Background: an optimization exercise with open tools, aiming at small area, a short achievable clock period and few clock cycles per item. Do not read the settings as production practice.
RTL that was checked went through simulation tests only; none was proved equivalent to the original.
No functional check of the RTL was part of run 3.

==> design.v <==
`timescale 1ns / 1ps
module lfg_front (
  input  logic               clk_i,
  input  logic               rst_ni,
  input  logic               start_i,
  input  logic [39:0]        frame_i,
  input  logic [23:0]        sample_i,
  output logic               busy_o,
  input  logic               cfg_wr_i,
  input  logic [15:0]        gain_start_i,
  input  logic [15:0]        gain_end_i,
  input  logic [39:0]        fade_start_i,
  input  logic [39:0]        fade_end_i,
  input  logic [39:0]        span_i,
  input  logic               empty_i,
  input  logic               span1_i,
  input  logic signed [16:0] dgain_i,
  input  logic               qr_done_i,
  input  logic [16:0]        step_r_i,
  input  logic [41:0]        step_rms_i,
  input  logic [31:0]        step_dq_i,
  input  logic [31:0]        step_dq1_i,
  output logic               job_valid_o,
  output logic [15:0]        job_gain_o,
  output logic [23:0]        job_smp_o,
  output logic [25:0]        job_smp3_o
);
  logic        in_vld_q;
  logic [39:0] in_frame_q;
  logic [23:0] in_smp_q;
  logic        st_vld_q, st_rok_q, st_c_q, st_zero_q, st_one_q, st_efs_q;
  logic [39:0] st_nf_q, st_r_q;
  logic        busy_q, sl_qb_q, sl_lt_q, sl_gefe_q;
  logic [4:0]  sl_cnt_q;
  logic        m_vld_q;
  logic [31:0] a_q;
  logic [23:0] s_q;
  logic [25:0] s3_q;
  always_ff @(posedge clk_i or negedge rst_ni) begin
    if (!rst_ni) begin
      in_vld_q <= 1'b0;
    end else if (!busy_q) begin
      in_vld_q <= start_i;
    end
  end
  always_ff @(posedge clk_i) begin
    if (!busy_q) begin
      in_frame_q <= frame_i;
      in_smp_q   <= sample_i;
    end
  end
  logic nf_eq_fs, nf_eq_fe, nf_eq_0, pc_zero, pc_one, pc_div;
  assign nf_eq_fs = (st_nf_q == fade_start_i);
  assign nf_eq_fe = (st_nf_q == fade_end_i);
  assign nf_eq_0  = (st_nf_q == 40'd0);
  always_comb begin
    pc_zero = 1'b0;
    pc_one  = 1'b0;
    if (empty_i) begin
      if (st_zero_q) begin
        pc_one  = nf_eq_fs;
        pc_zero = ~nf_eq_fs;
      end else begin
        pc_zero = nf_eq_0 & ~nf_eq_fs;
        pc_one  = ~pc_zero;
      end
    end else if (st_zero_q) begin
      pc_zero = ~st_efs_q;
      pc_one  = st_efs_q & span1_i;
    end else if (st_one_q) begin
      pc_zero = nf_eq_0;
      pc_one  = ~nf_eq_0;
    end else begin
      pc_one  = nf_eq_fe;
    end
  end
  assign pc_div = ~pc_zero & ~pc_one;
  logic eval, hit, go_fast, go_slow;
  assign eval    = in_vld_q & ~busy_q;
  assign hit     = st_vld_q & (in_frame_q == st_nf_q) & (~pc_div | st_rok_q);
  assign go_fast = eval & hit;
  assign go_slow = eval & ~hit;
  logic [41:0] sum_a, sum_b;
  logic        step_c;
  logic [39:0] step_rem;
  assign sum_a    = {2'd0, st_r_q} + {25'd0, step_r_i};
  assign sum_b    = {2'd0, st_r_q} + step_rms_i;
  assign step_c   = ~sum_b[41];
  assign step_rem = step_c ? sum_b[39:0] : sum_a[39:0];
  logic [40:0] off;
  logic        ge_fe;
  assign off   = {1'b0, in_frame_q} - {1'b0, fade_start_i};
  assign ge_fe = (in_frame_q >= fade_end_i);
  logic        sl_first, sl_dz, sl_zero, sl_one, sl_div, sl_fin0, sl_fin;
  assign sl_first = busy_q & (sl_cnt_q == 5'd0);
  assign sl_dz    = (st_r_q == 40'd0);
  assign sl_zero  = empty_i ? sl_lt_q : (sl_lt_q | sl_dz);
  assign sl_one   = empty_i ? ~sl_lt_q : sl_gefe_q;
  assign sl_div   = ~sl_zero & ~sl_one;
  assign sl_fin0  = sl_first & ~sl_div;
  assign sl_fin   = busy_q & sl_cnt_q[4] & qr_done_i;
  logic [40:0] rem2;
  logic [41:0] diff;
  logic        take;
  logic [39:0] rem_d;
  assign rem2  = {st_r_q, 1'b0};
  assign diff  = {1'b0, rem2} - {2'd0, span_i};
  assign take  = ~diff[41];
  assign rem_d = take ? diff[39:0] : rem2[39:0];
  logic [31:0] a_step, a_acc, dg32;
  assign dg32   = 32'($signed(dgain_i));
  assign a_step = a_q + (st_c_q ? step_dq1_i : step_dq_i);
  assign a_acc  = {a_q[30:0], sl_cnt_q == 5'd1} + (sl_qb_q ? dg32 : 32'd0);
  always_ff @(posedge clk_i or negedge rst_ni) begin
    if (!rst_ni) begin
      busy_q   <= 1'b0;
      st_vld_q <= 1'b0;
      st_rok_q <= 1'b0;
      m_vld_q  <= 1'b0;
    end else begin
      if (go_slow) begin
        busy_q <= 1'b1;
      end else if (sl_fin0 || sl_fin) begin
        busy_q <= 1'b0;
      end
      if (cfg_wr_i || go_slow) begin
        st_vld_q <= 1'b0;
      end else if (sl_fin0 || sl_fin) begin
        st_vld_q <= 1'b1;
      end
      if (go_fast) begin
        if (pc_zero) st_rok_q <= qr_done_i;
        else if (pc_div) st_rok_q <= 1'b1;
      end else if (sl_fin0) begin
        st_rok_q <= qr_done_i & sl_zero;
      end else if (sl_fin) begin
        st_rok_q <= 1'b1;
      end
      m_vld_q <= go_fast | sl_fin0 | sl_fin;
    end
  end
  always_ff @(posedge clk_i) begin
    if (eval) begin
      st_nf_q <= in_frame_q + 40'd1;
      s_q     <= in_smp_q;
      s3_q    <= 26'($signed(in_smp_q)) + {in_smp_q[23], in_smp_q, 1'b0};
    end
    if (go_slow) begin
      sl_lt_q   <= off[40];
      sl_gefe_q <= ge_fe;
      sl_cnt_q  <= '0;
    end else if (busy_q && (!sl_cnt_q[4] || sl_cnt_q == 5'd16)) begin
      sl_cnt_q <= sl_cnt_q + 5'd1;
    end
    if (busy_q && !sl_cnt_q[4]) begin
      sl_qb_q <= take;
    end
    if (go_fast) begin
      if (pc_zero) st_r_q <= {23'd0, step_r_i};
      else         st_r_q <= step_rem;
    end else if (go_slow) begin
      st_r_q <= off[39:0];
    end else if (sl_fin0) begin
      st_r_q <= {23'd0, step_r_i};
    end else if (busy_q && !sl_cnt_q[4]) begin
      st_r_q <= rem_d;
    end else if (sl_fin) begin
      st_r_q <= step_rem;
    end
    if (go_fast) begin
      st_c_q    <= pc_div & step_c;
      st_zero_q <= pc_zero;
      st_one_q  <= pc_one;
      st_efs_q  <= nf_eq_fs;
    end else if (sl_fin0) begin
      st_c_q    <= 1'b0;
      st_zero_q <= sl_zero;
      st_one_q  <= sl_one;
      st_efs_q  <= sl_dz;
    end else if (sl_fin) begin
      st_c_q    <= step_c;
      st_zero_q <= 1'b0;
      st_one_q  <= 1'b0;
      st_efs_q  <= 1'b0;
    end
    if (go_fast) begin
      if (pc_zero)     a_q <= {gain_start_i, 16'h8000};
      else if (pc_one) a_q <= {gain_end_i, 16'h8000};
      else             a_q <= a_step;
    end else if (go_slow) begin
      a_q <= {16'd0, gain_start_i};
    end else if (sl_fin0) begin
      a_q <= {sl_zero ? gain_start_i : gain_end_i, 16'h8000};
    end else if (busy_q && sl_cnt_q != 5'd0 && sl_cnt_q <= 5'd16) begin
      a_q <= a_acc;
    end
  end
  assign busy_o      = busy_q;
  assign job_valid_o = m_vld_q;
  assign job_gain_o  = a_q[31:16];
  assign job_smp_o   = s_q;
  assign job_smp3_o  = s3_q;
endmodule
`timescale 1ns / 1ps
module lfg_queue (
  input  logic               clk_i,
  input  logic               rst_ni,
  input  logic               restart_i,
  input  logic [39:0]        span_i,
  input  logic signed [16:0] dgain_i,
  output logic               done_o,
  output logic [16:0]        r_o,
  output logic [41:0]        rms_o,
  output logic [31:0]        dq_o,
  output logic [31:0]        dq1_o
);
  logic [1:0]  phase_q;
  logic [3:0]  cnt_q;
  logic        done_q;
  logic [16:0] rem_q;
  logic        qb_q;
  logic [31:0] acc_q;
  logic [17:0] rem2;
  logic [18:0] diff;
  logic        take, big, big_q;
  logic [31:0] dg32, acc_sh, acc_d;
  logic [16:0] r_fin;
  assign rem2   = {rem_q, 1'b0};
  assign diff   = {1'b0, rem2} - {2'b0, span_i[16:0]};
  assign take   = ~diff[18];
  assign big    = |span_i[39:17];
  assign dg32   = 32'($signed(dgain_i));
  assign acc_sh = {acc_q[30:0], 1'b0};
  assign acc_d  = acc_sh + (qb_q ? dg32 : 32'd0);
  assign r_fin  = big_q ? 17'h10000 : rem_q;
  always_ff @(posedge clk_i or negedge rst_ni) begin
    if (!rst_ni) begin
      phase_q <= 2'd0;
      done_q  <= 1'b0;
    end else if (restart_i) begin
      phase_q <= 2'd1;
      done_q  <= 1'b0;
    end else begin
      case (phase_q)
        2'd1: phase_q <= 2'd2;
        2'd2: if (cnt_q == 4'd15) phase_q <= 2'd3;
        2'd3: begin
          phase_q <= 2'd0;
          done_q  <= 1'b1;
        end
        default: ;
      endcase
    end
  end
  always_ff @(posedge clk_i) begin
    if (restart_i) begin
      rem_q <= 17'd1;
      acc_q <= '0;
      qb_q  <= 1'b0;
      cnt_q <= '0;
    end else if (phase_q == 2'd2) begin
      rem_q <= take ? diff[16:0] : rem2[16:0];
      qb_q  <= take;
      acc_q <= acc_d;
      cnt_q <= cnt_q + 4'd1;
      big_q <= big;
    end else if (phase_q == 2'd3) begin
      rem_q <= r_fin;
      rms_o <= {25'd0, r_fin} - {2'd0, span_i};
      acc_q <= big_q ? 32'd0 : acc_d;
      dq1_o <= big_q ? dg32 : acc_sh + (qb_q ? {dg32[30:0], 1'b0} : dg32);
    end
  end
  assign done_o = done_q;
  assign r_o    = rem_q;
  assign dq_o   = acc_q;
endmodule
`timescale 1ns / 1ps
module lfg_back (
  input  logic        clk_i,
  input  logic        rst_ni,
  input  logic        job_valid_i,
  input  logic [15:0] job_gain_i,
  input  logic [23:0] job_smp_i,
  input  logic [25:0] job_smp3_i,
  output logic        done_o,
  output logic [23:0] sample_o,
  output logic        clipped_o
);
  function automatic logic [27:0] booth_pp(input logic [3:0] b,
                                           input logic [26:0] s1,
                                           input logic [26:0] s2,
                                           input logic [26:0] s3,
                                           input logic [26:0] s4);
    logic [26:0] mag;
    logic        neg;
    neg = b[3] & ~(b[2] & b[1] & b[0]);
    case (b)
      4'b0001, 4'b0010, 4'b1101, 4'b1110: mag = s1;
      4'b0011, 4'b0100, 4'b1011, 4'b1100: mag = s2;
      4'b0101, 4'b0110, 4'b1001, 4'b1010: mag = s3;
      4'b0111, 4'b1000:                   mag = s4;
      default:                            mag = '0;
    endcase
    booth_pp = {neg, neg ? ~mag : mag};
  endfunction
  function automatic logic [79:0] csa(input logic [39:0] a,
                                      input logic [39:0] b,
                                      input logic [39:0] c);
    logic [39:0] sum, cry;
    sum = a ^ b ^ c;
    cry = (a & b) | (a & c) | (b & c);
    csa = {cry[38:0], 1'b0, sum};
  endfunction
  logic [26:0] s1, s2, s3, s4;
  logic [18:0] gb;
  logic [27:0] pp [6];
  logic [39:0] row [6];
  assign s1 = 27'($signed(job_smp_i));
  assign s2 = {s1[25:0], 1'b0};
  assign s3 = 27'($signed(job_smp3_i));
  assign s4 = {s1[24:0], 2'b00};
  assign gb = {2'b00, job_gain_i, 1'b0};
  for (genvar j = 0; j < 6; j++) begin : g_pp
    assign pp[j] = booth_pp(gb[3*j+3 -: 4], s1, s2, s3, s4);
  end
  assign row[0] = {10'b1011011011, ~pp[0][26], {3{pp[0][26]}}, pp[0][25:0]};
  assign row[1] = {10'd0, ~pp[1][26], pp[1][25:0], 2'b0, pp[0][27]};
  assign row[2] = {7'd0,  ~pp[2][26], pp[2][25:0], 2'b0, pp[1][27], 3'b0};
  assign row[3] = {4'd0,  ~pp[3][26], pp[3][25:0], 2'b0, pp[2][27], 6'b0};
  assign row[4] = {1'b0,  ~pp[4][26], pp[4][25:0], 1'b1, 1'b0, pp[3][27], 9'b0};
  assign row[5] = {pp[5][24:0], 2'b0, pp[4][27], 12'b0};
  logic [79:0] l1a, l1b, l2, l3;
  assign l1a = csa(row[0], row[1], row[2]);
  assign l1b = csa(row[3], row[4], row[5]);
  assign l2  = csa(l1a[39:0], l1a[79:40], l1b[39:0]);
  assign l3  = csa(l2[39:0], l2[79:40], l1b[79:40]);
  logic [39:0] sum_q, cry_q;
  logic        m_vld_q, done_q;
  always_ff @(posedge clk_i) begin
    sum_q <= l3[39:0];
    cry_q <= l3[79:40];
  end
  logic [39:0] prod;
  logic [27:0] y;
  logic [23:0] sample_d, sample_q;
  logic        clipped_d, clipped_q;
  assign prod = sum_q + cry_q;
  assign y    = prod[39:12];
  always_comb begin
    if (y[27:23] == 5'b00000 || y[27:23] == 5'b11111) begin
      sample_d  = y[23:0];
      clipped_d = 1'b0;
    end else begin
      sample_d  = y[27] ? 24'h800000 : 24'h7FFFFF;
      clipped_d = 1'b1;
    end
  end
  always_ff @(posedge clk_i or negedge rst_ni) begin
    if (!rst_ni) begin
      m_vld_q <= 1'b0;
      done_q  <= 1'b0;
    end else begin
      m_vld_q <= job_valid_i;
      done_q  <= m_vld_q;
    end
  end
  always_ff @(posedge clk_i) begin
    sample_q  <= sample_d;
    clipped_q <= clipped_d;
  end
  assign done_o    = done_q;
  assign sample_o  = sample_q;
  assign clipped_o = clipped_q;
endmodule
`timescale 1ns / 1ps
module linear_fade_gain_unit (
  input  logic        clk_i,
  input  logic        rst_ni,
  input  logic        start_i,
  input  logic [63:0] item_i,
  output logic        busy_o,
  output logic        done_o,
  output logic [24:0] result_o,
  input  logic        cfg_valid_i,
  output logic        cfg_ready_o,
  input  logic [7:0]  cfg_index_i,
  input  logic [39:0] cfg_data_i
);
  logic [15:0] gain_start_q, gain_end_q;
  logic [39:0] fade_start_q, fade_end_q;
  logic        cfg_wr;
  assign cfg_ready_o = 1'b1;
  assign cfg_wr      = cfg_valid_i & (cfg_index_i[7:2] == 6'd0);
  always_ff @(posedge clk_i or negedge rst_ni) begin
    if (!rst_ni) begin
      gain_start_q <= '0;
      gain_end_q   <= '0;
      fade_start_q <= '0;
      fade_end_q   <= '0;
    end else if (cfg_valid_i) begin
      case (cfg_index_i)
        8'd0: gain_start_q <= cfg_data_i[15:0];
        8'd1: gain_end_q   <= cfg_data_i[15:0];
        8'd2: fade_start_q <= cfg_data_i;
        8'd3: fade_end_q   <= cfg_data_i;
        default: ;
      endcase
    end
  end
  logic [39:0]        span_q;
  logic               empty_q, span1_q;
  logic signed [16:0] dgain_q;
  logic [39:0]        s1_a, s1_b, s1_k, s1_cin;
  assign s1_a   = fade_start_q;
  assign s1_b   = ~fade_end_q;
  assign s1_k   = {{39{1'b1}}, 1'b0};
  assign s1_cin = {(s1_a[38:0] & s1_b[38:0]) | ((s1_a[38:0] | s1_b[38:0]) & ~s1_k[38:0]), 1'b0};
  always_ff @(posedge clk_i) begin
    span_q  <= fade_end_q - fade_start_q;
    empty_q <= (fade_end_q <= fade_start_q);
    span1_q <= ((s1_a ^ s1_b ^ s1_k) == s1_cin);
    dgain_q <= $signed({1'b0, gain_end_q}) - $signed({1'b0, gain_start_q});
  end
  logic        qr_done;
  logic [16:0] step_r;
  logic [41:0] step_rms;
  logic [31:0] step_dq, step_dq1;
  lfg_queue u_step (
    .clk_i    (clk_i),
    .rst_ni   (rst_ni),
    .restart_i(cfg_wr),
    .span_i   (span_q),
    .dgain_i  (dgain_q),
    .done_o   (qr_done),
    .r_o      (step_r),
    .rms_o    (step_rms),
    .dq_o     (step_dq),
    .dq1_o    (step_dq1)
  );
  logic        m_vld;
  logic [15:0] m_gain;
  logic [23:0] m_smp;
  logic [25:0] m_smp3;
  lfg_front u_front (
    .clk_i        (clk_i),
    .rst_ni       (rst_ni),
    .start_i      (start_i),
    .frame_i      (item_i[63:24]),
    .sample_i     (item_i[23:0]),
    .busy_o       (busy_o),
    .cfg_wr_i     (cfg_wr),
    .gain_start_i (gain_start_q),
    .gain_end_i   (gain_end_q),
    .fade_start_i (fade_start_q),
    .fade_end_i   (fade_end_q),
    .span_i       (span_q),
    .empty_i      (empty_q),
    .span1_i      (span1_q),
    .dgain_i      (dgain_q),
    .qr_done_i    (qr_done),
    .step_r_i     (step_r),
    .step_rms_i   (step_rms),
    .step_dq_i    (step_dq),
    .step_dq1_i   (step_dq1),
    .job_valid_o  (m_vld),
    .job_gain_o   (m_gain),
    .job_smp_o    (m_smp),
    .job_smp3_o   (m_smp3)
  );
  logic [23:0] sample_out;
  logic        clipped;
  lfg_back u_back (
    .clk_i       (clk_i),
    .rst_ni      (rst_ni),
    .job_valid_i (m_vld),
    .job_gain_i  (m_gain),
    .job_smp_i   (m_smp),
    .job_smp3_i  (m_smp3),
    .done_o      (done_o),
    .sample_o    (sample_out),
    .clipped_o   (clipped)
  );
  assign result_o = {sample_out, clipped};
endmodule
==> run.sh <==
#!/bin/bash
# synth_recipe.tcl (not shown) runs the flow's synth.tcl, then flattens the netlist and writes it again
# the make line also repeats each setting of config.mk as NAME=value (left out here)
make -C /OpenROAD-flow-scripts/flow DESIGN_CONFIG=/design/flow/config.mk WORK_HOME=/design/flow/orfs CLKGATE_MAP_FILE= SYNTH_SCRIPT=/design/flow/synth_recipe.tcl finish
==> config.mk <==
export PLATFORM = sky130hd
export DESIGN_NAME = linear_fade_gain_unit
export DESIGN_NICKNAME = linear_fade_gain_unit
export VERILOG_FILES = /design/flow/design.v
export SDC_FILE = /design/flow/constraint.sdc
export NUM_CORES = 4
export LEC_CHECK = 0
export ABC_CLOCK_PERIOD_IN_PS = 2500
export CAP_MARGIN = 20
export CORE_MARGIN = 2
export CORE_UTILIZATION = 40
export SETUP_SLACK_MARGIN = 4.5
export SLEW_MARGIN = 20
export TNS_END_PERCENT = 10
==> constraint.sdc <==
create_clock -name core_clock -period 8.0 [get_ports {clk_i}]
set_input_delay 1.6000 -clock core_clock [delete_from_list [all_inputs] [get_ports {clk_i}]]
set_output_delay 1.6000 -clock core_clock [all_outputs]
set_load 0.01 [all_outputs]
==> results.txt, run 1 <==
Status -> no timing/DRC/antenna violations
Net Count, Synth -> 6,818
Setup TNS -> 0 ns
Mapped Cells -> 6,086
Hold Startpoint -> u_front.m_vld_q$_DFF_PN0_
Hold Path Sink -> u_back.m_vld_q$_DFF_PN0_
# rows -> 135
Final worst setup slack -> 3.98 ns
Area Overhead vs Synth -> 16.4%
CP Data Required Time -> 8.42 ns
Final core occ -> 47.1%
Nets -> 6,997
Hold Path Cell Cnt -> 0
Unrepaired setup endpoints after global routing -> yes
Die Wd -> 375 um
Die Area -> 0.140 sq mm
DRT antenna net count -> 0
R2r worst-path depth -> 13
Average wire per standard cell -> 23.1 um
Worst Path Arrival -> 4.44 ns
Max Cap Viol -> 0
CP startpoint kind -> flop
Count of different cell masters after synthesis -> 97
Seq/Total Area, Yosys -> 30.1%
Largest net degree at the start of global routing -> 79
Core box area -> 0.136 sq mm
All-Layer GR Usage -> 25.7%
Clock skew -> 0.0358 ns
Worst R2R Start -> u_front.st_r_q[9]$_DFFE_PP_
Yosys warns -> 6
Initial DRT Pass Iterations -> 9
DR DRC count -> 0
Mapped Area -> 0.0549 sq mm
WL met3 -> 13.4 mm
GRT Residual Overflow -> 0
DR WL met2 -> 85.1 mm
Initial core utilization -> 40.4%
Drt via density -> 5.92
M1 WL -> 79.2 mm
Layout cells sized above 1 -> 12.1%
R2r endpoint -> u_front.st_r_q[30]$_DFFE_PP_
First DRT Iteration DRCs -> 4,836
Die H -> 375 um
Total Wirelength -> 187 mm
FF-to-FF setup slack -> 3.98 ns
CTS tree -> built
Clk sinks -> 642
Final setup viols -> 0
CTS buffer count -> 79
Initial antenna violation count -> 8
Max Slew Vio Count -> 0
Hold Path Class -> flop to flop
Number of synthesized flops with an enable pin -> 305
Min Tclk post-route -> 4.02 ns
First-pass GRT wire length -> 280 mm
Final Cycle Share -> 50.2%
Routability cong. -> 0.962
Clock latency at the later pin of the worst-skew pair -> 0.69 ns
Final Hold Viols -> 0
Clk slew on worst S/H paths -> 0.07 ns
Ys async rst share -> 19.0%
Max Fanout on Critical Path -> 4
Critical path class -> flop to flop
H-tree level count -> 3
Fmax achieved -> 249 MHz
Rel. slew slack -> 28.4%
IO Port Bufs -> 142
Flops & latches, synth -> 642
Post-detail-place hpwl -> 141 mm
Crit end category -> flop
Clock tree buffer depth -> 3
Top sig layer -> met4
Vias in the first global route -> 45,800
Total number of vias -> 48,000
Clk root buf -> clkbuf_16
Synthesized area per cell -> 9.02 sq um
Top_reg_cell synth -> edfxtp_1
Slew of the pin with the lowest slew margin -> 1.07 ns
Top Ports -> 144
Place WS -> 3.26 ns
## cell families (layout without fill, tap and decap cells)
family | count (synthesis) | count (layout) | share of synthesized area [%]
AOI/OAI and AO/OA | 1743 | 1745 | 21.2
xor gates and xnor gates | 685 | 685 | 10.9
adders and majority gates | 616 | 616 | 15.5
buffers and inverters | 663 | 904 | 4.67
DFF | 642 | 642 | 30.1
muxes | 205 | 205 | 4.09
other | 1 | 5 | 0.00683
and+or+nand+nor | 1531 | 1532 | 13.5
## critical path: stages (launching register included)
cell and delay, ns:
edfxtp_1 0.45, ha_1 0.34, and3_1 0.19, nor3b_1 0.17, a21o_1 0.25, a211oi_2 0.28, nor3_1 0.11, or4b_4 0.58
a221oi_4 0.32, buf_4 0.17, o21a_2 0.26, mux2i_4 0.33, o22ai_1 0.11, a21o_1 0.18
## area by class of cell
type | instances | area (sq um)
fill | 12900 | 71900
antenna | 4 | 10.0
inverter | 396 | 1510
timing repair inverter | 1 | 7.51
multi-input combinational | 4784 | 37500
tap | 1781 | 2230
timing repair buffer | 361 | 3490
clock buffer | 115 | 2330
sequential | 642 | 16500
clock inverter | 31 | 343
## how the worst max path moves through the flow
stage | end | startpoint | slack, ns | cells past startpoint
final | u_front.st_r_q[30]$_DFFE_PP_ | u_front.st_r_q[9]$_DFFE_PP_ | 3.98 | 13
after CTS | u_front.st_r_q[17]$_DFFE_PP_ | u_step.rms_o[1]$_DFFE_PP_ | 4.08 | 14
after global routing | u_front.st_r_q[24]$_DFFE_PP_ | u_step.rms_o[1]$_DFFE_PP_ | 3.93 | 14
after detailed placement | u_step.rms_o[25]$_DFFE_PP_ | u_step.big_q$_DFFE_PP_ | 3.26 | 16
after floorplan | u_step.dq1_o[30]$_DFFE_PP_ | u_step.qb_q$_SDFFE_PP0P_ | 4.15 | 15
after global placement | u_step.rms_o[19]$_DFFE_PP_ | u_step.big_q$_DFFE_PP_ | 3.32 | 16
## what timing repair did
item	CTS	global route
hold buffers	0	0
gates resized for setup	184	167
pin swaps	41	54
setup endpoints to repair	303	366
hold endpoints to repair	0	0
buffers inserted	99	49
cloned	11	2
## stage by stage
stage,hold slack (ns),cells,instance area (sq um)
final,0.351,8115,63900
after global routing,0.361,8113,63900
after CTS,0.353,8060,62700
after detailed placement,0.341,7804,58100
after global placement,0.337,7804,58100
after floorplan,0.331,6086,55000
## flip-flops by register name (all words and copies together) (netlist names), 17 cells and up
name / count
u_front.st_r_q: 40
dgain_q: 17
u_front.in_frame_q: 40
u_front.in_smp_q: 24
u_step.rms_o: 41
u_step.dq1_o: 32
u_back.sum_q: 37
u_front.a_q: 32
u_step.acc_q: 32
u_back.cry_q: 35
u_step.rem_q: 17
u_front.st_nf_q: 40
u_front.s3_q: 26
u_back.sample_q: 24
fade_end_q: 40
fade_start_q: 40
span_q: 40
u_front.s_q: 22
## cell usage in the layout, fill, tap and decap left out, types with 33 or more instances in the layout
master / netlist / layout
o21ai_1: 38 / 47
buf_4: 4 / 186
a21o_1: 175 / 174
inv_1: 391 / 382
mux2_2: 142 / 139
nor2b_1: 90 / 88
clkdlybuf4s50_1: 0 / 141
ha_1: 509 / 472
clkbuf_16: 0 / 86
a221oi_1: 82 / 76
o21bai_1: 50 / 49
nor4_1: 66 / 55
a222oi_1: 33 / 33
nand4_1: 77 / 77
mux2i_1: 60 / 48
nand3_1: 112 / 108
a31oi_1: 38 / 34
a211oi_1: 52 / 37
nand2b_1: 60 / 58
edfxtp_1: 305 / 305
xnor2_1: 425 / 417
nand2_1: 469 / 463
a22oi_1: 59 / 57
nor2_1: 335 / 325
dfxtp_1: 215 / 210
dfrtp_1: 122 / 117
nor3_1: 97 / 93
o21a_1: 57 / 56
xor2_1: 260 / 259
o21ai_0: 322 / 295
a21oi_1: 432 / 409
and3_1: 53 / 52
a22o_1: 96 / 96
and2_1: 55 / 51
fa_1: 107 / 102
o211ai_1: 54 / 54
## synthesized netlist by cell type, types with 66 or more instances
cell type / n / area share [%]
a21o_1: 175 / 2.4
a21oi_1: 432 / 3.9
a221oi_1: 82 / 1.3
a22o_1: 96 / 1.5
clkbuf_1: 230 / 1.6
dfrtp_1: 122 / 5.6
dfxtp_1: 215 / 7.8
edfxtp_1: 305 / 17
fa_1: 107 / 3.9
ha_1: 509 / 12
inv_1: 391 / 2.7
mux2_2: 142 / 2.9
nand2_1: 469 / 3.2
nand3_1: 112 / 1.0
nand4_1: 77 / 0.88
nor2_1: 335 / 2.3
nor2b_1: 90 / 1.0
nor3_1: 97 / 0.88
nor4_1: 66 / 0.75
o21ai_0: 322 / 2.9
xnor2_1: 425 / 6.8
xor2_1: 260 / 4.1
## layer usage
metal	vias up	track usage, %
met2	1936	41.6
li1	22600	-
met5	-	0
met4	0	11.5
met1	23100	33.8
met3	404	3.99
Testbench counts, summed over its fixed seeds: cycles 9,452, items 8,192.
==> run 2: changes to the inputs <==
--- a/config.mk
+++ b/config.mk
@@ -5,10 +5,9 @@
 export SDC_FILE = /design/flow/constraint.sdc
 export NUM_CORES = 4
 export LEC_CHECK = 0
-export ABC_CLOCK_PERIOD_IN_PS = 2500
 export CAP_MARGIN = 20
 export CORE_MARGIN = 2
 export CORE_UTILIZATION = 40
-export SETUP_SLACK_MARGIN = 4.5
+export SETUP_SLACK_MARGIN = 4.0
 export SLEW_MARGIN = 20
 export TNS_END_PERCENT = 10
==> results.txt, run 2 <==
Clock tree buffer depth -> 3 (unchanged)
Area leader, netlist -> edfxtp_1 (unchanged)
Routability cong. -> 0.967 (was 0.962)
Layout cells sized above 1 -> 9.94% (was 12.1%)
Max Slew Vio Count -> 0 (unchanged)
Total Wirelength -> 185 mm (was 187 mm)
CP Data Required Time -> 8.54 ns (was 8.42 ns)
Average wire per standard cell -> 22.9 um (was 23.1 um)
Drt via density -> 5.92 (about the same)
Clock latency at the later pin of the worst-skew pair -> 0.71 ns (was 0.69 ns)
IO Port Bufs -> 142 (unchanged)
Grt peak-use layer -> met2 (unchanged)
Fraction of synthesized cell area taken by the top area cell type -> 16.7% (unchanged)
CTS buffer count -> 79 (unchanged)
Status -> no timing/DRC/antenna violations (unchanged)
Clk slew on worst S/H paths -> 0.06 ns (was 0.07 ns)
First-pass GRT wire length -> 274 mm (was 280 mm)
Post-synthesis compound-gate area fraction -> 21.2% (unchanged)
Seq/Total Area, Yosys -> 30.1% (unchanged)
Clk sinks -> 642 (unchanged)
Mapped Cells -> 6,086 (unchanged)
Post-Synth Adder-Cell Area -> 15.5% (unchanged)
Commonest non-fill, non-tap cell in the layout -> ha_1 (unchanged)
Fmax achieved -> 246 MHz (was 249 MHz)
Nets -> 6,933 (was 6,997)
Area Overhead vs Synth -> 14.0% (was 16.4%)
GRT Residual Overflow -> 0 (unchanged)
CTS tree -> built (unchanged)
Synthesized area per cell -> 9.02 sq um (unchanged)
Initial antenna violation count -> 7 (was 8)
Place WS -> 3.09 ns (was 3.26 ns)
Top Ports -> 144 (unchanged)
Slowest cell on the critical path -> nor4_1 (was or4b_4)
Top cells by area, synth -> edfxtp_1 17%, ha_1 12%, dfxtp_1 7.8% (unchanged)
Yosys warns -> 6 (unchanged)
Largest net degree at the start of global routing -> 70 (was 79)
Max Fanout on Critical Path -> 19 (was 4)
CP max stage delay -> 0.76 ns (was 0.58 ns)
Max reg flops -> 41 (unchanged)
Number of synthesized flops with an enable pin -> 305 (unchanged)
Die Area -> 0.140 sq mm (unchanged)
Ys async rst share -> 19.0% (unchanged)
Met1 GRT Util -> 33.6% (was 33.8%)
Fillers -> 13,100 (was 12,900)
Final Hold Viols -> 0 (unchanged)
DRT antenna net count -> 0 (unchanged)
Mapped Area -> 0.0549 sq mm (unchanged)
Most frequent cells in the layout -> 484 x ha_1, 464 x nand2_1, 421 x a21oi_1, 421 x xnor2_1, 387 x inv_1 (was 472 x ha_1, 463 x nand2_1, 417 x xnor2_1)
Slew of the pin with the lowest slew margin -> 1.02 ns (was 1.07 ns)
Final worst setup slack -> 3.93 ns (was 3.98 ns)
Total number of vias -> 47,600 (was 48,000)
Crit end category -> flop (unchanged)
Min Tclk post-route -> 4.07 ns (was 4.02 ns)
Largest family of logic cells by synthesized area -> compound AO/OA/AOI/OAI gates (unchanged)
Flops & latches, synth -> 642 (unchanged)
Dominant cell by count in the synthesized netlist -> ha_1 (unchanged)
Count of different cell masters after synthesis -> 97 (unchanged)
CP delay by family, top -> simple AND/OR/NAND/NOR gates (was compound AO/OA/AOI/OAI gates)
DR DRC count -> 0 (unchanged)
Top cells by count, synth -> 509 x ha_1, 469 x nand2_1, 432 x a21oi_1 (unchanged)
First DRT Iteration DRCs -> 4,646 (was 4,836)
Critical path class -> flop to flop (unchanged)
Final Cycle Share -> 50.9% (was 50.2%)
Die H -> 375 um (unchanged)
All-Layer GR Usage -> 25.1% (was 25.7%)
Initial DRT Pass Iterations -> 9 (unchanged)
Hold Path Class -> flop to flop (unchanged)
Met2 GRT Util -> 40.4% (was 41.6%)
Unrepaired setup endpoints after global routing -> yes (unchanged)
Die Wd -> 375 um (unchanged)
Max Cap Viol -> 0 (unchanged)
Clk root buf -> clkbuf_16 (unchanged)
Clock skew -> 0.0384 ns (was 0.0358 ns)
Final setup viols -> 0 (unchanged)
Core box area -> 0.136 sq mm (unchanged)
Worst Path Arrival -> 4.61 ns (was 4.44 ns)
CP startpoint kind -> flop (unchanged)
Xor/xnor cell area share of the yosys netlist -> 10.9% (unchanged)
Top_reg_cell synth -> edfxtp_1 (unchanged)
Critical path cell sequence -> nor4_1 > a41oi_1 > a21oi_1 > a2bb2oi_2 > buf_4 > nand2_1 > nor3_1 > a222oi_1 > inv_1 (was ha_1 > and3_1 > nor3b_1 > a21o_1 > a211oi_2 > nor3_1 > or4b_4 > a221oi_4 > buf_4 > o21a_2 > mux2i_4 > o22ai_1 > a21o_1)
Largest Register -> u_step.rms_o (unchanged)
Post-detail-place hpwl -> 143 mm (was 141 mm)
Setup TNS -> 0 ns (unchanged)
Multiplexer share of the synthesized area -> 4.09% (unchanged)
# hold bufs at CTS -> 0 (unchanged)
Net Count, Synth -> 6,818 (unchanged)
Initial core utilization -> 40.4% (unchanged)
CP Buf/Inv Count -> 2 (was 1)
Vias in the first global route -> 44,800 (was 45,800)
H-tree level count -> 3 (unchanged)
Rel. slew slack -> 32.1% (was 28.4%)
Met3 usage -> 3.46% (was 3.99%)
# rows -> 135 (unchanged)
Post-Synth Simple-Gate Area -> 13.5% (unchanged)
[run 2: cell counts after synthesis]
Identical to the previous run, type by type.
[run 2: cell families after synthesis]
kind of cell / count (synthesis)
AO/OA/AOI/OAI: 1743
adder cells (fa/ha/maj): 616
other: 1
XOR/XNOR: 685
AND/OR/NAND/NOR: 1531
multiplexers: 205
buffers and inverters: 663
flip-flops: 642
[run 2: final timing paths]
kind	start	end	slack, ns	depth (start not counted)
min	u_back.m_vld_q$_DFF_PN0_	u_back.done_q$_DFF_PN0_	0.34	0
max	u_front.st_nf_q[21]$_DFFE_PP_	u_front.a_q[1]$_DFFE_PP_	3.93	9
max reg2reg	u_front.st_nf_q[21]$_DFFE_PP_	u_front.a_q[1]$_DFFE_PP_	3.93	9
min in group asynchronous	rst_ni	fade_start_q[37]$_DFFE_PN0P_	1.03	1
max in group asynchronous	rst_ni	u_step.phase_q[1]$_DFFE_PN0P_	5.48	2
min reg2reg	u_back.m_vld_q$_DFF_PN0_	u_back.done_q$_DFF_PN0_	0.34	0
[run 2: through the flow]
stage / cells / hold slack (ns) / utilization (%) / area, sq um
2_1_floorplan: 6086 / 0.331 / - / 54900
6_report: 8052 / 0.341 / 46.1 / 62600
4_1_cts: 7966 / 0.330 / 44.9 / 61000
5_1_grt: 8052 / 0.331 / 46.1 / 62600
3_5_place_dp: 7808 / 0.335 / 42.8 / 58100
3_3_place_gp: 7808 / 0.334 / 42.8 / 58100
[run 2: layout make-up]
type,instances,area (sq um),area share (%)
antenna,4,10.0,0.0160
clock buffer,109,2300,3.68
clock inverter,38,432,0.689
inverter,396,1510,2.41
multi-input combinational,4784,36800,58.8
sequential,642,16500,26.4
tap,1781,2230,3.56
timing repair buffer,297,2770,4.43
timing repair inverter,1,7.51,0.0120
[run 2: metal layers]
| layer | vias to the layer above | part of all wire, % |
|---|---|---|
| li1 | 22500 | - |
| met1 | 23000 | 43 |
| met2 | 1799 | 45 |
| met3 | 411 | 6.5 |
| met4 | 2 | 5.3 |
| met5 | - | 0.027 |
[run 2: timing repair]
action | CTS | global route
buffers inserted | 10 | 77
setup endpoints to repair | 115 | 227
resized for setup | 22 | 188
pin swaps | 4 | 34
cloned | 1 | 5
[run 2: worst reg2reg max path, stage by stage, from the launching register on]
cell	delay [ns]
edfxtp_1	0.51
nor4_1	0.76
a41oi_1	0.49
a21oi_1	0.31
a2bb2oi_2	0.25
buf_4	0.33
nand2_1	0.27
nor3_1	0.69
a222oi_1	0.20
inv_1	0.10
==> run 3: changes to the inputs <==
--- a/design.v
+++ b/design.v
@@ -222,7 +222,7 @@
   logic [31:0] acc_q;
   logic [17:0] rem2;
   logic [18:0] diff;
-  logic        take, big, big_q;
+  logic        take, big;
   logic [31:0] dg32, acc_sh, acc_d;
   logic [16:0] r_fin;
   assign rem2   = {rem_q, 1'b0};
@@ -232,7 +232,7 @@
   assign dg32   = 32'($signed(dgain_i));
   assign acc_sh = {acc_q[30:0], 1'b0};
   assign acc_d  = acc_sh + (qb_q ? dg32 : 32'd0);
-  assign r_fin  = big_q ? 17'h10000 : rem_q;
+  assign r_fin  = big ? 17'h10000 : rem_q;
   always_ff @(posedge clk_i or negedge rst_ni) begin
     if (!rst_ni) begin
       phase_q <= 2'd0;
@@ -263,12 +263,11 @@
       qb_q  <= take;
       acc_q <= acc_d;
       cnt_q <= cnt_q + 4'd1;
-      big_q <= big;
     end else if (phase_q == 2'd3) begin
       rem_q <= r_fin;
       rms_o <= {25'd0, r_fin} - {2'd0, span_i};
-      acc_q <= big_q ? 32'd0 : acc_d;
-      dq1_o <= big_q ? dg32 : acc_sh + (qb_q ? {dg32[30:0], 1'b0} : dg32);
+      acc_q <= big ? 32'd0 : acc_d;
+      dq1_o <= big ? dg32 : acc_sh + (qb_q ? {dg32[30:0], 1'b0} : dg32);
     end
   end
   assign done_o = done_q;
@@ -408,18 +407,15 @@
       endcase
     end
   end
+  logic [40:0]        span_d;
   logic [39:0]        span_q;
   logic               empty_q, span1_q;
   logic signed [16:0] dgain_q;
-  logic [39:0]        s1_a, s1_b, s1_k, s1_cin;
-  assign s1_a   = fade_start_q;
-  assign s1_b   = ~fade_end_q;
-  assign s1_k   = {{39{1'b1}}, 1'b0};
-  assign s1_cin = {(s1_a[38:0] & s1_b[38:0]) | ((s1_a[38:0] | s1_b[38:0]) & ~s1_k[38:0]), 1'b0};
+  assign span_d = {1'b0, fade_end_q} - {1'b0, fade_start_q};
   always_ff @(posedge clk_i) begin
-    span_q  <= fade_end_q - fade_start_q;
-    empty_q <= (fade_end_q <= fade_start_q);
-    span1_q <= ((s1_a ^ s1_b ^ s1_k) == s1_cin);
+    span_q  <= span_d[39:0];
+    empty_q <= span_d[40] | (span_d[39:0] == 40'd0);
+    span1_q <= (span_d == 41'd1);
     dgain_q <= $signed({1'b0, gain_end_q}) - $signed({1'b0, gain_start_q});
   end
   logic        qr_done;
--- a/config.mk
+++ b/config.mk
@@ -8,6 +8,5 @@
 export CAP_MARGIN = 20
 export CORE_MARGIN = 2
 export CORE_UTILIZATION = 40
-export SETUP_SLACK_MARGIN = 4.0
+export SETUP_SLACK_MARGIN = 3
 export SLEW_MARGIN = 20
-export TNS_END_PERCENT = 10
==> results.txt, run 3 <==
Max Cap Viol -> 0 (unchanged)
Hold Slack -> 0.347 ns (was 0.341 ns)
DRT antenna net count -> 0 (unchanged)
Commonest non-fill, non-tap cell in the layout -> nand2_1 (was ha_1)
Clock skew -> 0.0318 ns (was 0.0384 ns)
Area leader, netlist -> edfxtp_1 (unchanged)
Layout cells sized above 1 -> 8.25% (was 9.94%)
Clock tree buffer depth -> 3 (unchanged)
Min Tclk post-route -> 5.16 ns (was 4.07 ns)
Yosys warns -> 6 (unchanged)
Clk root buf -> clkbuf_16 (unchanged)
Largest Register -> u_step.rms_o (unchanged)
Die Area -> 0.140 sq mm (about the same)
Clock latency at the later pin of the worst-skew pair -> 0.69 ns (was 0.71 ns)
Average wire per standard cell -> 22.7 um (was 22.9 um)
Fraction of synthesized cell area taken by the top area cell type -> 16.7% (about the same)
Hold Path Class -> flop to flop (unchanged)
Post-detail-place hpwl -> 141 mm (was 143 mm)
Dominant cell by count in the synthesized netlist -> nand2_1 (was ha_1)
Number of synthesized flops with an enable pin -> 304 (was 305)
H-tree level count -> 3 (unchanged)
Max reg flops -> 41 (unchanged)
Setup TNS -> 0 ns (unchanged)
Fmax achieved -> 194 MHz (was 246 MHz)
Clk slew on worst S/H paths -> 0.06 ns (about the same)
Top Ports -> 144 (unchanged)
Critical path class -> flop to flop (unchanged)
Slowest cell on the critical path -> or4_4 (was nor4_1)
Initial DRT Pass Iterations -> 9 (unchanged)
Final setup viols -> 0 (unchanged)
Status -> no timing/DRC/antenna violations (unchanged)
Slew of the pin with the lowest slew margin -> 1.21 ns (was 1.02 ns)
CP max stage delay -> 0.54 ns (was 0.76 ns)
Area Overhead vs Synth -> 12.1% (was 14.0%)
Die Wd -> 374 um (was 375 um)
First-pass GRT wire length -> 274 mm (about the same)
Top cells by area, synth -> edfxtp_1 17%, ha_1 11%, dfxtp_1 7.9% (was edfxtp_1 17%, ha_1 12%, dfxtp_1 7.8%)
Core box area -> 0.135 sq mm (was 0.136 sq mm)
Max Slew Vio Count -> 0 (unchanged)
Routability cong. -> 0.979 (was 0.967)
All-Layer GR Usage -> 25.2% (was 25.1%)
Initial antenna violation count -> 4 (was 7)
Clk sinks -> 641 (was 642)
CTS buffer count -> 80 (was 79)
First DRT Iteration DRCs -> 4,701 (was 4,646)
Rel. slew slack -> 18.3% (was 32.1%)
# rows -> 135 (unchanged)
Top cells by count, synth -> 495 x nand2_1, 472 x ha_1, 424 x a21oi_1 (was 509 x ha_1, 469 x nand2_1, 432 x a21oi_1)
Net Count, Synth -> 6,778 (was 6,818)
Synthesized area per cell -> 8.98 sq um (was 9.02 sq um)
Largest net degree at the start of global routing -> 74 (was 70)
Most frequent cells in the layout -> 491 x nand2_1, 470 x ha_1, 418 x a21oi_1 (was 484 x ha_1, 464 x nand2_1, 421 x a21oi_1, 421 x xnor2_1, 387 x inv_1)
Ys async rst share -> 19.0% (about the same)
DR DRC count -> 0 (unchanged)
Worst Path Arrival -> 5.58 ns (was 4.61 ns)
CP Data Required Time -> 8.42 ns (was 8.54 ns)
Count of different cell masters after synthesis -> 114 (was 97)
Total Wirelength -> 182 mm (was 185 mm)
CP startpoint kind -> flop (unchanged)
Max Fanout on Critical Path -> 8 (was 19)
Flops & latches, synth -> 641 (was 642)
Ant diodes -> 0 (was 4)
Total number of vias -> 47,300 (was 47,600)
Final Cycle Share -> 64.5% (was 50.9%)
Most used cell, CP -> nor4_4
Final Hold Viols -> 0 (unchanged)
IO Port Bufs -> 142 (unchanged)
# hold bufs at CTS -> 0 (unchanged)
Mapped Cells -> 6,083 (was 6,086)
Critical path cell sequence -> or4_4 > or3_4 > nor3_4 > nand3_2 > nand3b_4 > nor4_4 > and3_4 > buf_4 > buf_6 > nand2_2 > inv_2 > ha_4 > nor2b_4 > o21ai_2 > a21boi_2 > o211ai_1 > a21oi_2 > nor4_4 > o32ai_2 > o41a_1 > nand2_4 > nor3_1 > xnor2_1 (was nor4_1 > a41oi_1 > a21oi_1 > a2bb2oi_2 > buf_4 > nand2_1 > nor3_1 > a222oi_1 > inv_1)
Unrepaired setup endpoints after global routing -> yes (unchanged)
CTS tree -> built (unchanged)
Mapped Area -> 0.0547 sq mm (was 0.0549 sq mm)
Nets -> 6,857 (was 6,933)
GRT Residual Overflow -> 0 (unchanged)
Fillers -> 13,200 (was 13,100)
Vias in the first global route -> 45,400 (was 44,800)
Drt via density -> 5.91 (was 5.92)
Crit end category -> flop (unchanged)
Die H -> 374 um (was 375 um)
Seq/Total Area, Yosys -> 30.2% (was 30.1%)
Initial core utilization -> 40.3% (was 40.4%)
Top_reg_cell synth -> edfxtp_1 (unchanged)
run 3: cells by family (layout without fill, tap and decap cells):
| family | count (synthesis) | after routing | share of synthesized area (%) |
|---|---|---|---|
| xor gates and xnor gates | 637 | 637 | 10.2 |
| other | 1 | 1 | 0.00686 |
| AOI/OAI and AO/OA | 1788 | 1788 | 22.1 |
| DFF | 641 | 641 | 30.2 |
| and+or+nand+nor | 1571 | 1571 | 14.0 |
| adders and majority gates | 579 | 579 | 14.7 |
| buffers and inverters | 657 | 802 | 4.63 |
| muxes | 209 | 209 | 4.13 |
run 3: path summary, 6_finish.rpt:
path,from,end,slack (ns),depth (start not counted)
max reg2reg,span_q[24]$_DFF_P_,u_step.rms_o[37]$_DFFE_PP_,2.84,23
min,u_front.m_vld_q$_DFF_PN0_,u_back.m_vld_q$_DFF_PN0_,0.35,0
min in group asynchronous,rst_ni,fade_end_q[38]$_DFFE_PN0P_,0.93,1
max in group asynchronous,rst_ni,gain_end_q[3]$_DFFE_PN0P_,5.75,2
max,span_q[24]$_DFF_P_,u_step.rms_o[37]$_DFFE_PP_,2.84,23
min reg2reg,u_front.m_vld_q$_DFF_PN0_,u_back.m_vld_q$_DFF_PN0_,0.35,0
run 3: cell type report:
class / count / area [sq um] / share of cell area [%]
clock buffers: 119 / 2430 / 3.96
clock inverters: 29 / 263 / 0.429
inverters: 392 / 1470 / 2.41
multi-input cells: 4785 / 36000 / 58.8
flip-flops and latches: 641 / 16500 / 26.9
well taps: 1781 / 2230 / 3.64
repair buffers: 262 / 2380 / 3.89
run 3: repair_timing:
action | CTS | global route
pin swaps | 16 | 10
resized for setup | 21 | 34
setup endpoints to repair | 36 | 41
buffers inserted | 41 | 11
run 3: stage by stage:
stage	util (%)	setup slack (ns)	std cells	instance area [sq um]
after floorplan	-	2.90	6083	54700
after global placement	42.7	1.94	7808	57900
after detailed placement	42.7	1.82	7808	57900
after CTS	45.0	2.88	7997	61000
after global routing	45.2	2.65	8009	61200
final	45.2	2.84	8009	61200
run 3: critical path, delay by kind of cell, from the launching register on:
family / cells / cell delay (ns)
AO/OA/AOI/OAI: 6 / 1.18
XOR/XNOR: 1 / 0.14
adder cells (fa/ha/maj): 1 / 0.19
buffers and inverters: 3 / 0.30
flip-flops: 1 / 0.32
AND/OR/NAND/NOR: 12 / 2.75
run 3: metal layers:
layer / vias up / GRT usage, % / wire, um
met2: 1680 / 41.1 / 83300
met4: 0 / 12.0 / 9600
met3: 372 / 3.98 / 11800
met5: - / 0 / 0
li1: 22500 / - / -
met1: 22800 / 32.5 / 77100
==> run 4: changes to the inputs <==
--- a/design.v
+++ b/design.v
@@ -17,7 +17,7 @@
   input  logic signed [16:0] dgain_i,
   input  logic               qr_done_i,
   input  logic [16:0]        step_r_i,
-  input  logic [41:0]        step_rms_i,
+  input  logic [39:0]        step_smr_i,
   input  logic [31:0]        step_dq_i,
   input  logic [31:0]        step_dq1_i,
   output logic               job_valid_o,
@@ -30,7 +30,7 @@
   logic [23:0] in_smp_q;
   logic        st_vld_q, st_rok_q, st_c_q, st_zero_q, st_one_q, st_efs_q;
   logic [39:0] st_nf_q, st_r_q;
-  logic        busy_q, sl_qb_q, sl_lt_q, sl_gefe_q;
+  logic        busy_q, sl_qb_q, sl_lt_q, sl_gefe_q, sl_efs_q;
   logic [4:0]  sl_cnt_q;
   logic        m_vld_q;
   logic [31:0] a_q;
@@ -80,33 +80,30 @@
   assign hit     = st_vld_q & (in_frame_q == st_nf_q) & (~pc_div | st_rok_q);
   assign go_fast = eval & hit;
   assign go_slow = eval & ~hit;
-  logic [41:0] sum_a, sum_b;
   logic        step_c;
-  logic [39:0] step_rem;
-  assign sum_a    = {2'd0, st_r_q} + {25'd0, step_r_i};
-  assign sum_b    = {2'd0, st_r_q} + step_rms_i;
-  assign step_c   = ~sum_b[41];
-  assign step_rem = step_c ? sum_b[39:0] : sum_a[39:0];
-  logic [40:0] off;
-  logic        ge_fe;
-  assign off   = {1'b0, in_frame_q} - {1'b0, fade_start_i};
-  assign ge_fe = (in_frame_q >= fade_end_i);
-  logic        sl_first, sl_dz, sl_zero, sl_one, sl_div, sl_fin0, sl_fin;
+  logic [39:0] step_p, step_m, step_v;
+  assign step_c = (st_r_q[39:17] == 23'd0) & (st_r_q[16:0] < step_r_i);
+  assign step_p = st_r_q + step_smr_i + 40'd1;
+  assign step_m = st_r_q - {23'd0, step_r_i};
+  assign step_v = step_c ? step_p : step_m;
+  logic [40:0] v0;
+  logic        lt_fs, eq_fs;
+  assign v0    = {1'b0, fade_end_i} + {1'b1, ~in_frame_q};
+  assign lt_fs = (in_frame_q < fade_start_i);
+  assign eq_fs = (in_frame_q == fade_start_i);
+  logic        sl_first, sl_zero, sl_one, sl_div, sl_fin0, sl_fin;
   assign sl_first = busy_q & (sl_cnt_q == 5'd0);
-  assign sl_dz    = (st_r_q == 40'd0);
-  assign sl_zero  = empty_i ? sl_lt_q : (sl_lt_q | sl_dz);
+  assign sl_zero  = empty_i ? sl_lt_q : (sl_lt_q | sl_efs_q);
   assign sl_one   = empty_i ? ~sl_lt_q : sl_gefe_q;
   assign sl_div   = ~sl_zero & ~sl_one;
   assign sl_fin0  = sl_first & ~sl_div;
   assign sl_fin   = busy_q & sl_cnt_q[4] & qr_done_i;
-  logic [40:0] rem2;
   logic [41:0] diff;
   logic        take;
-  logic [39:0] rem_d;
-  assign rem2  = {st_r_q, 1'b0};
-  assign diff  = {1'b0, rem2} - {2'd0, span_i};
-  assign take  = ~diff[41];
-  assign rem_d = take ? diff[39:0] : rem2[39:0];
+  logic [39:0] div_v;
+  assign diff  = {1'b0, st_r_q, 1'b1} - {2'd0, span_i};
+  assign take  = diff[41];
+  assign div_v = take ? {st_r_q[38:0], 1'b1} : diff[39:0];
   logic [31:0] a_step, a_acc, dg32;
   assign dg32   = 32'($signed(dgain_i));
   assign a_step = a_q + (st_c_q ? step_dq1_i : step_dq_i);
@@ -146,8 +143,9 @@
       s3_q    <= 26'($signed(in_smp_q)) + {in_smp_q[23], in_smp_q, 1'b0};
     end
     if (go_slow) begin
-      sl_lt_q   <= off[40];
-      sl_gefe_q <= ge_fe;
+      sl_lt_q   <= lt_fs;
+      sl_efs_q  <= eq_fs;
+      sl_gefe_q <= v0[40];
       sl_cnt_q  <= '0;
     end else if (busy_q && (!sl_cnt_q[4] || sl_cnt_q == 5'd16)) begin
       sl_cnt_q <= sl_cnt_q + 5'd1;
@@ -155,17 +153,16 @@
     if (busy_q && !sl_cnt_q[4]) begin
       sl_qb_q <= take;
     end
-    if (go_fast) begin
-      if (pc_zero) st_r_q <= {23'd0, step_r_i};
-      else         st_r_q <= step_rem;
+    if ((go_fast && pc_div) || sl_fin) begin
+      st_r_q <= step_v;
+    end else if (go_fast && pc_zero) begin
+      st_r_q <= step_smr_i;
     end else if (go_slow) begin
-      st_r_q <= off[39:0];
+      st_r_q <= v0[39:0];
     end else if (sl_fin0) begin
-      st_r_q <= {23'd0, step_r_i};
+      st_r_q <= step_smr_i;
     end else if (busy_q && !sl_cnt_q[4]) begin
-      st_r_q <= rem_d;
-    end else if (sl_fin) begin
-      st_r_q <= step_rem;
+      st_r_q <= div_v;
     end
     if (go_fast) begin
       st_c_q    <= pc_div & step_c;
@@ -176,7 +173,7 @@
       st_c_q    <= 1'b0;
       st_zero_q <= sl_zero;
       st_one_q  <= sl_one;
-      st_efs_q  <= sl_dz;
+      st_efs_q  <= sl_efs_q;
     end else if (sl_fin) begin
       st_c_q    <= step_c;
       st_zero_q <= 1'b0;
@@ -210,7 +207,7 @@
   input  logic signed [16:0] dgain_i,
   output logic               done_o,
   output logic [16:0]        r_o,
-  output logic [41:0]        rms_o,
+  output logic [39:0]        smr_o,
   output logic [31:0]        dq_o,
   output logic [31:0]        dq1_o
 );
@@ -224,25 +221,23 @@
   logic [18:0] diff;
   logic        take, big;
   logic [31:0] dg32, acc_sh, acc_d;
-  logic [16:0] r_fin;
   assign rem2   = {rem_q, 1'b0};
   assign diff   = {1'b0, rem2} - {2'b0, span_i[16:0]};
-  assign take   = ~diff[18];
+  logic big_q;
   assign big    = |span_i[39:17];
+  assign take   = ~diff[18] & ~(big_q & (cnt_q != 4'd0));
   assign dg32   = 32'($signed(dgain_i));
   assign acc_sh = {acc_q[30:0], 1'b0};
   assign acc_d  = acc_sh + (qb_q ? dg32 : 32'd0);
-  assign r_fin  = big ? 17'h10000 : rem_q;
   always_ff @(posedge clk_i or negedge rst_ni) begin
     if (!rst_ni) begin
       phase_q <= 2'd0;
       done_q  <= 1'b0;
     end else if (restart_i) begin
-      phase_q <= 2'd1;
+      phase_q <= 2'd2;
       done_q  <= 1'b0;
     end else begin
       case (phase_q)
-        2'd1: phase_q <= 2'd2;
         2'd2: if (cnt_q == 4'd15) phase_q <= 2'd3;
         2'd3: begin
           phase_q <= 2'd0;
@@ -253,21 +248,27 @@
     end
   end
   always_ff @(posedge clk_i) begin
+    big_q <= big;
     if (restart_i) begin
       rem_q <= 17'd1;
       acc_q <= '0;
       qb_q  <= 1'b0;
       cnt_q <= '0;
     end else if (phase_q == 2'd2) begin
-      rem_q <= take ? diff[16:0] : rem2[16:0];
-      qb_q  <= take;
-      acc_q <= acc_d;
+      if (big_q && cnt_q == 4'd1) begin
+        rem_q <= 17'd4;
+        qb_q  <= 1'b0;
+        acc_q <= '0;
+      end else begin
+        rem_q <= take ? diff[16:0] : rem2[16:0];
+        qb_q  <= take;
+        acc_q <= acc_d;
+      end
       cnt_q <= cnt_q + 4'd1;
     end else if (phase_q == 2'd3) begin
-      rem_q <= r_fin;
-      rms_o <= {25'd0, r_fin} - {2'd0, span_i};
-      acc_q <= big ? 32'd0 : acc_d;
-      dq1_o <= big ? dg32 : acc_sh + (qb_q ? {dg32[30:0], 1'b0} : dg32);
+      smr_o <= span_i + {23'h7FFFFF, ~rem_q};
+      acc_q <= acc_d;
+      dq1_o <= acc_sh + (qb_q ? {dg32[30:0], 1'b0} : dg32);
     end
   end
   assign done_o = done_q;
@@ -388,7 +389,7 @@
 );
   logic [15:0] gain_start_q, gain_end_q;
   logic [39:0] fade_start_q, fade_end_q;
-  logic        cfg_wr;
+  logic        cfg_wr, cfg_wr_q;
   assign cfg_ready_o = 1'b1;
   assign cfg_wr      = cfg_valid_i & (cfg_index_i[7:2] == 6'd0);
   always_ff @(posedge clk_i or negedge rst_ni) begin
@@ -407,30 +408,32 @@
       endcase
     end
   end
-  logic [40:0]        span_d;
   logic [39:0]        span_q;
-  logic               empty_q, span1_q;
+  logic               span_neg_q, empty_q, span1_q;
   logic signed [16:0] dgain_q;
-  assign span_d = {1'b0, fade_end_q} - {1'b0, fade_start_q};
+  always_ff @(posedge clk_i or negedge rst_ni) begin
+    if (!rst_ni) cfg_wr_q <= 1'b0;
+    else         cfg_wr_q <= cfg_wr;
+  end
   always_ff @(posedge clk_i) begin
-    span_q  <= span_d[39:0];
-    empty_q <= span_d[40] | (span_d[39:0] == 40'd0);
-    span1_q <= (span_d == 41'd1);
+    {span_neg_q, span_q} <= {1'b0, fade_end_q} - {1'b0, fade_start_q};
+    empty_q <= span_neg_q | (span_q == 40'd0);
+    span1_q <= (span_q == 40'd1);
     dgain_q <= $signed({1'b0, gain_end_q}) - $signed({1'b0, gain_start_q});
   end
   logic        qr_done;
   logic [16:0] step_r;
-  logic [41:0] step_rms;
+  logic [39:0] step_smr;
   logic [31:0] step_dq, step_dq1;
   lfg_queue u_step (
     .clk_i    (clk_i),
     .rst_ni   (rst_ni),
-    .restart_i(cfg_wr),
+    .restart_i(cfg_wr_q),
     .span_i   (span_q),
     .dgain_i  (dgain_q),
     .done_o   (qr_done),
     .r_o      (step_r),
-    .rms_o    (step_rms),
+    .smr_o    (step_smr),
     .dq_o     (step_dq),
     .dq1_o    (step_dq1)
   );
@@ -445,7 +448,7 @@
     .frame_i      (item_i[63:24]),
     .sample_i     (item_i[23:0]),
     .busy_o       (busy_o),
-    .cfg_wr_i     (cfg_wr),
+    .cfg_wr_i     (cfg_wr_q),
     .gain_start_i (gain_start_q),
     .gain_end_i   (gain_end_q),
     .fade_start_i (fade_start_q),
@@ -456,7 +459,7 @@
     .dgain_i      (dgain_q),
     .qr_done_i    (qr_done),
     .step_r_i     (step_r),
-    .step_rms_i   (step_rms),
+    .step_smr_i   (step_smr),
     .step_dq_i    (step_dq),
     .step_dq1_i   (step_dq1),
     .job_valid_o  (m_vld),
--- a/config.mk
+++ b/config.mk
@@ -7,6 +7,7 @@
 export LEC_CHECK = 0
 export CAP_MARGIN = 20
 export CORE_MARGIN = 2
-export CORE_UTILIZATION = 40
-export SETUP_SLACK_MARGIN = 3
+export CORE_UTILIZATION = 55
+export SETUP_SLACK_MARGIN = 4.0
 export SLEW_MARGIN = 20
+export TNS_END_PERCENT = 10
==> results.txt, run 4 <==
Initial DRT Pass Iterations -> 8 (was 9)
CTS buffer count -> 77 (was 80)
Clk slew on worst S/H paths -> 0.06 ns (about the same)
Number of synthesized flops with an enable pin -> 304 (unchanged)
FF-to-FF setup slack -> 3.97 ns (was 2.84 ns)
Mapped Area -> 0.0529 sq mm (was 0.0547 sq mm)
Critical path class -> flop to flop (unchanged)
Final core occ -> 62.6% (was 45.2%)
Critical path cell sequence -> buf_4 > ha_1 > nor2b_1 > o2111a_1 > o311a_1 > o211ai_1 > buf_4 > a21oi_1 > nor4_4 > o21bai_1 > a211oi_1 > xor2_1 > o21ai_0 > a211oi_1 > nor4_1 (was or4_4 > or3_4 > nor3_4 > nand3_2 > nand3b_4 > nor4_4 > and3_4 > buf_4 > buf_6 > nand2_2 > inv_2 > ha_4 > nor2b_4 > o21ai_2 > a21boi_2 > o211ai_1 > a21oi_2 > nor4_4 > o32ai_2 > o41a_1 > nand2_4 > nor3_1 > xnor2_1)
Largest net degree at the start of global routing -> 71 (was 74)
Top sig layer -> met4 (unchanged)
Max Cap Viol -> 0 (unchanged)
DRT antenna net count -> 0 (unchanged)
Fillers -> 8,264 (was 13,200)
H-tree level count -> 3 (unchanged)
Clk root buf -> clkbuf_16 (unchanged)
CP max stage delay -> 0.49 ns (was 0.54 ns)
Dominant cell by count in the synthesized netlist -> ha_1 (was nand2_1)
Crit end category -> flop (unchanged)
Mapped Cells -> 5,792 (was 6,083)
Area Overhead vs Synth -> 12.5% (was 12.1%)
Post-Layout Inst Area -> 0.0595 sq mm (was 0.0612 sq mm)
Most frequent cells in the layout -> 467 x ha_1, 423 x xnor2_1, 415 x a21oi_1 (was 491 x nand2_1, 470 x ha_1, 418 x a21oi_1)
Top cells by count, synth -> 471 x ha_1, 434 x a21oi_1, 427 x xnor2_1 (was 495 x nand2_1, 472 x ha_1, 424 x a21oi_1)
Total number of vias -> 46,400 (was 47,300)
Final Cycle Share -> 50.4% (was 64.5%)
Commonest non-fill, non-tap cell in the layout -> ha_1 (was nand2_1)
Total Wirelength -> 176 mm (was 182 mm)
CP startpoint kind -> flop (unchanged)
Clock skew -> 0.0318 ns (about the same)
Average wire per standard cell -> 24.3 um (was 22.7 um)
Max Slew Vio Count -> 0 (unchanged)
Status -> no timing/DRC/antenna violations (unchanged)
# rows -> 113 (was 135)
Flops & latches, synth -> 644 (was 641)
Count of different cell masters after synthesis -> 105 (was 114)
Clock tree buffer depth -> 3 (unchanged)
Unrepaired setup endpoints after global routing -> yes (unchanged)
CP Data Required Time -> 8.41 ns (was 8.42 ns)
Clk sinks -> 644 (was 641)
All-Layer GR Usage -> 34.6% (was 25.2%)
Top cells by area, synth -> edfxtp_1 17%, ha_1 11%, dfxtp_1 8.2% (was edfxtp_1 17%, ha_1 11%, dfxtp_1 7.9%)
Placed cell count -> 7,019 (was 7,808)
Post-detail-place hpwl -> 132 mm (was 141 mm)
Ys async rst share -> 19.1% (was 19.0%)
Fmax achieved -> 248 MHz (was 194 MHz)
Seq/Total Area, Yosys -> 31.3% (was 30.2%)
Multi-input gate area -> 0.0347 sq mm (was 0.0360 sq mm)
Die Area -> 0.0987 sq mm (was 0.140 sq mm)
Initial core utilization -> 55.6% (was 40.3%)
Final Hold Viols -> 0 (unchanged)
Worst Path Arrival -> 4.44 ns (was 5.58 ns)
Top_reg_cell synth -> edfxtp_1 (unchanged)
CP Buf/Inv Count -> 2 (was 3)
M1 WL -> 79.1 mm (was 77.1 mm)
Fraction of synthesized cell area taken by the top area cell type -> 17.3% (was 16.7%)
Drt via density -> 6.42 (was 5.91)
Rel. slew slack -> 25.5% (was 18.3%)
Final setup viols -> 0 (unchanged)
Ant diodes -> 0 (unchanged)
Area after DPL -> 0.0555 sq mm (was 0.0579 sq mm)
Synthesized area per cell -> 9.14 sq um (was 8.98 sq um)
FF+latch area -> 0.0166 sq mm (was 0.0165 sq mm)
First-pass GRT wire length -> 263 mm (was 274 mm)
Die H -> 314 um (was 374 um)
Setup TNS -> 0 ns (unchanged)
DR WL met2 -> 75.4 mm (was 83.3 mm)
-- run 4: changes by cell type in the layout (fill, tap and decap cells not counted), moves of 30 or more --
| cell | delta |
|---|---|
| a22o_1 | +30 |
| mux2i_1 | -49 |
| nand2_1 | -149 |
| o21ai_0 | -62 |
| o22ai_1 | +31 |
| xnor2_1 | +44 |
| xor2_1 | -54 |
-- run 4: cells by family after synthesis --
kind of cell / Yosys count / synth area share (%)
flip-flops: 644 / 31.3
adder cells (fa/ha/maj): 579 / 15.2
buffers and inverters: 658 / 4.77
AO/OA/AOI/OAI: 1721 / 21.9
XOR/XNOR: 630 / 10.4
AND/OR/NAND/NOR: 1395 / 13.0
multiplexers: 164 / 3.42
other: 1 / 0.00709
-- run 4: worst paths after layout --
path	from	cells after the start	to
setup / recovery	u_front.st_r_q[1]$_DFFE_PP_	15	u_front.st_r_q[38]$_DFFE_PP_
hold / removal	u_front.m_vld_q$_DFF_PN0_	0	u_back.m_vld_q$_DFF_PN0_
setup reg to reg	u_front.st_r_q[1]$_DFFE_PP_	15	u_front.st_r_q[38]$_DFFE_PP_
hold reg to reg	u_front.m_vld_q$_DFF_PN0_	0	u_back.m_vld_q$_DFF_PN0_
max in group asynchronous	rst_ni	2	cfg_wr_q$_DFF_PN0_
min in group asynchronous	rst_ni	1	fade_end_q[35]$_DFFE_PN0P_
-- run 4: layer usage --
| layer | vias to the layer above | global-route usage, % |
|---|---|---|
| met5 | - | 0 |
| met4 | 0 | 8.04 |
| met3 | 239 | 7.27 |
| met2 | 2074 | 51.5 |
| met1 | 22600 | 51.2 |
| li1 | 21500 | - |
-- run 4: worst register-to-register path, stage by stage (launching register included) --
cell,delay [ns]
edfxtp_1,0.49
buf_4,0.18
ha_1,0.27
nor2b_1,0.17
o2111a_1,0.27
o311a_1,0.34
o211ai_1,0.19
buf_4,0.18
a21oi_1,0.12
nor4_4,0.35
o21bai_1,0.22
a211oi_1,0.34
xor2_1,0.23
o21ai_0,0.10
a211oi_1,0.24
nor4_1,0.08
-- run 4: repair_timing --
item	4_1_cts	5_1_grt
pin swaps	17	31
setup buffers	24	30
hold buffers	0	0
endpoints found under the hold margin	0	0
cloned	6	1
gates resized for setup	67	122
endpoints found under the setup margin	172	213
-- run 4: final cells by class --
type / count / area share (%)
repair inverters: 1 / 0.00840
well taps: 1265 / 2.66
inverters: 418 / 2.67
clock inverters: 35 / 0.546
repair buffers: 259 / 4.22
clock buffers: 108 / 3.89
flip-flops and latches: 644 / 27.8
multi-input cells: 4493 / 58.2
-- run 4: through the flow --
| step | hold slack (ns) | worst slack [ns] |
|---|---|---|
| final | 0.354 | 3.97 |
| after global routing | 0.365 | 3.83 |
| after CTS | 0.361 | 3.84 |
| after detailed placement | 0.337 | 3.20 |
| after global placement | 0.348 | 3.26 |
| after floorplan | 0.331 | 3.99 |
Testbench counts of run 4, summed over its fixed seeds: cycles 9,452, items 8,192.

afterwards: timing with drivers on the ports:
The results above use ideal ports. As a check the final layouts listed here were re-extracted and re-timed, cells and wires unchanged.
Step 1: set_driving_cell puts a clkbuf_16 on clk_i and a buf_2 on each other input, an assumption about the parent block.
Step 2 moves the port delays by t, midway between the first and last clock arrival at a register: inputs arrive t later, outputs are due t later. That takes back most of the time a late clock gives input paths.
Slacks: no drivers / after step 1 / after step 2; pairs: no drivers / after step 1.
run | shift t [ns] | slack for setup (ns) | hold slack, ns | worst slew at a driven data input, ns | pins driven straight from the clock port
run 1 | 0.756 | 3.983 / 3.983 / 3.483 | 0.351 / 0.351 / 0.351 | 0.10 | 1
run 2 | 0.765 | 3.931 / 3.931 / 3.499 | 0.341 / 0.341 / 0.341 | 0.11 | 1
run 3 | 0.756 | 2.838 / 2.838 / 2.685 | 0.347 / 0.347 / 0.347 | 0.11 | 1
run 4 | 0.732 | 3.968 / 3.968 / 3.363 | 0.354 / 0.354 / 0.354 | 0.07 | 1
After both steps every run listed still meets setup and hold. For run 4, which loses most, drivers alone change the setup slack by 0.000 ns; drivers and shift together by -0.605 ns.
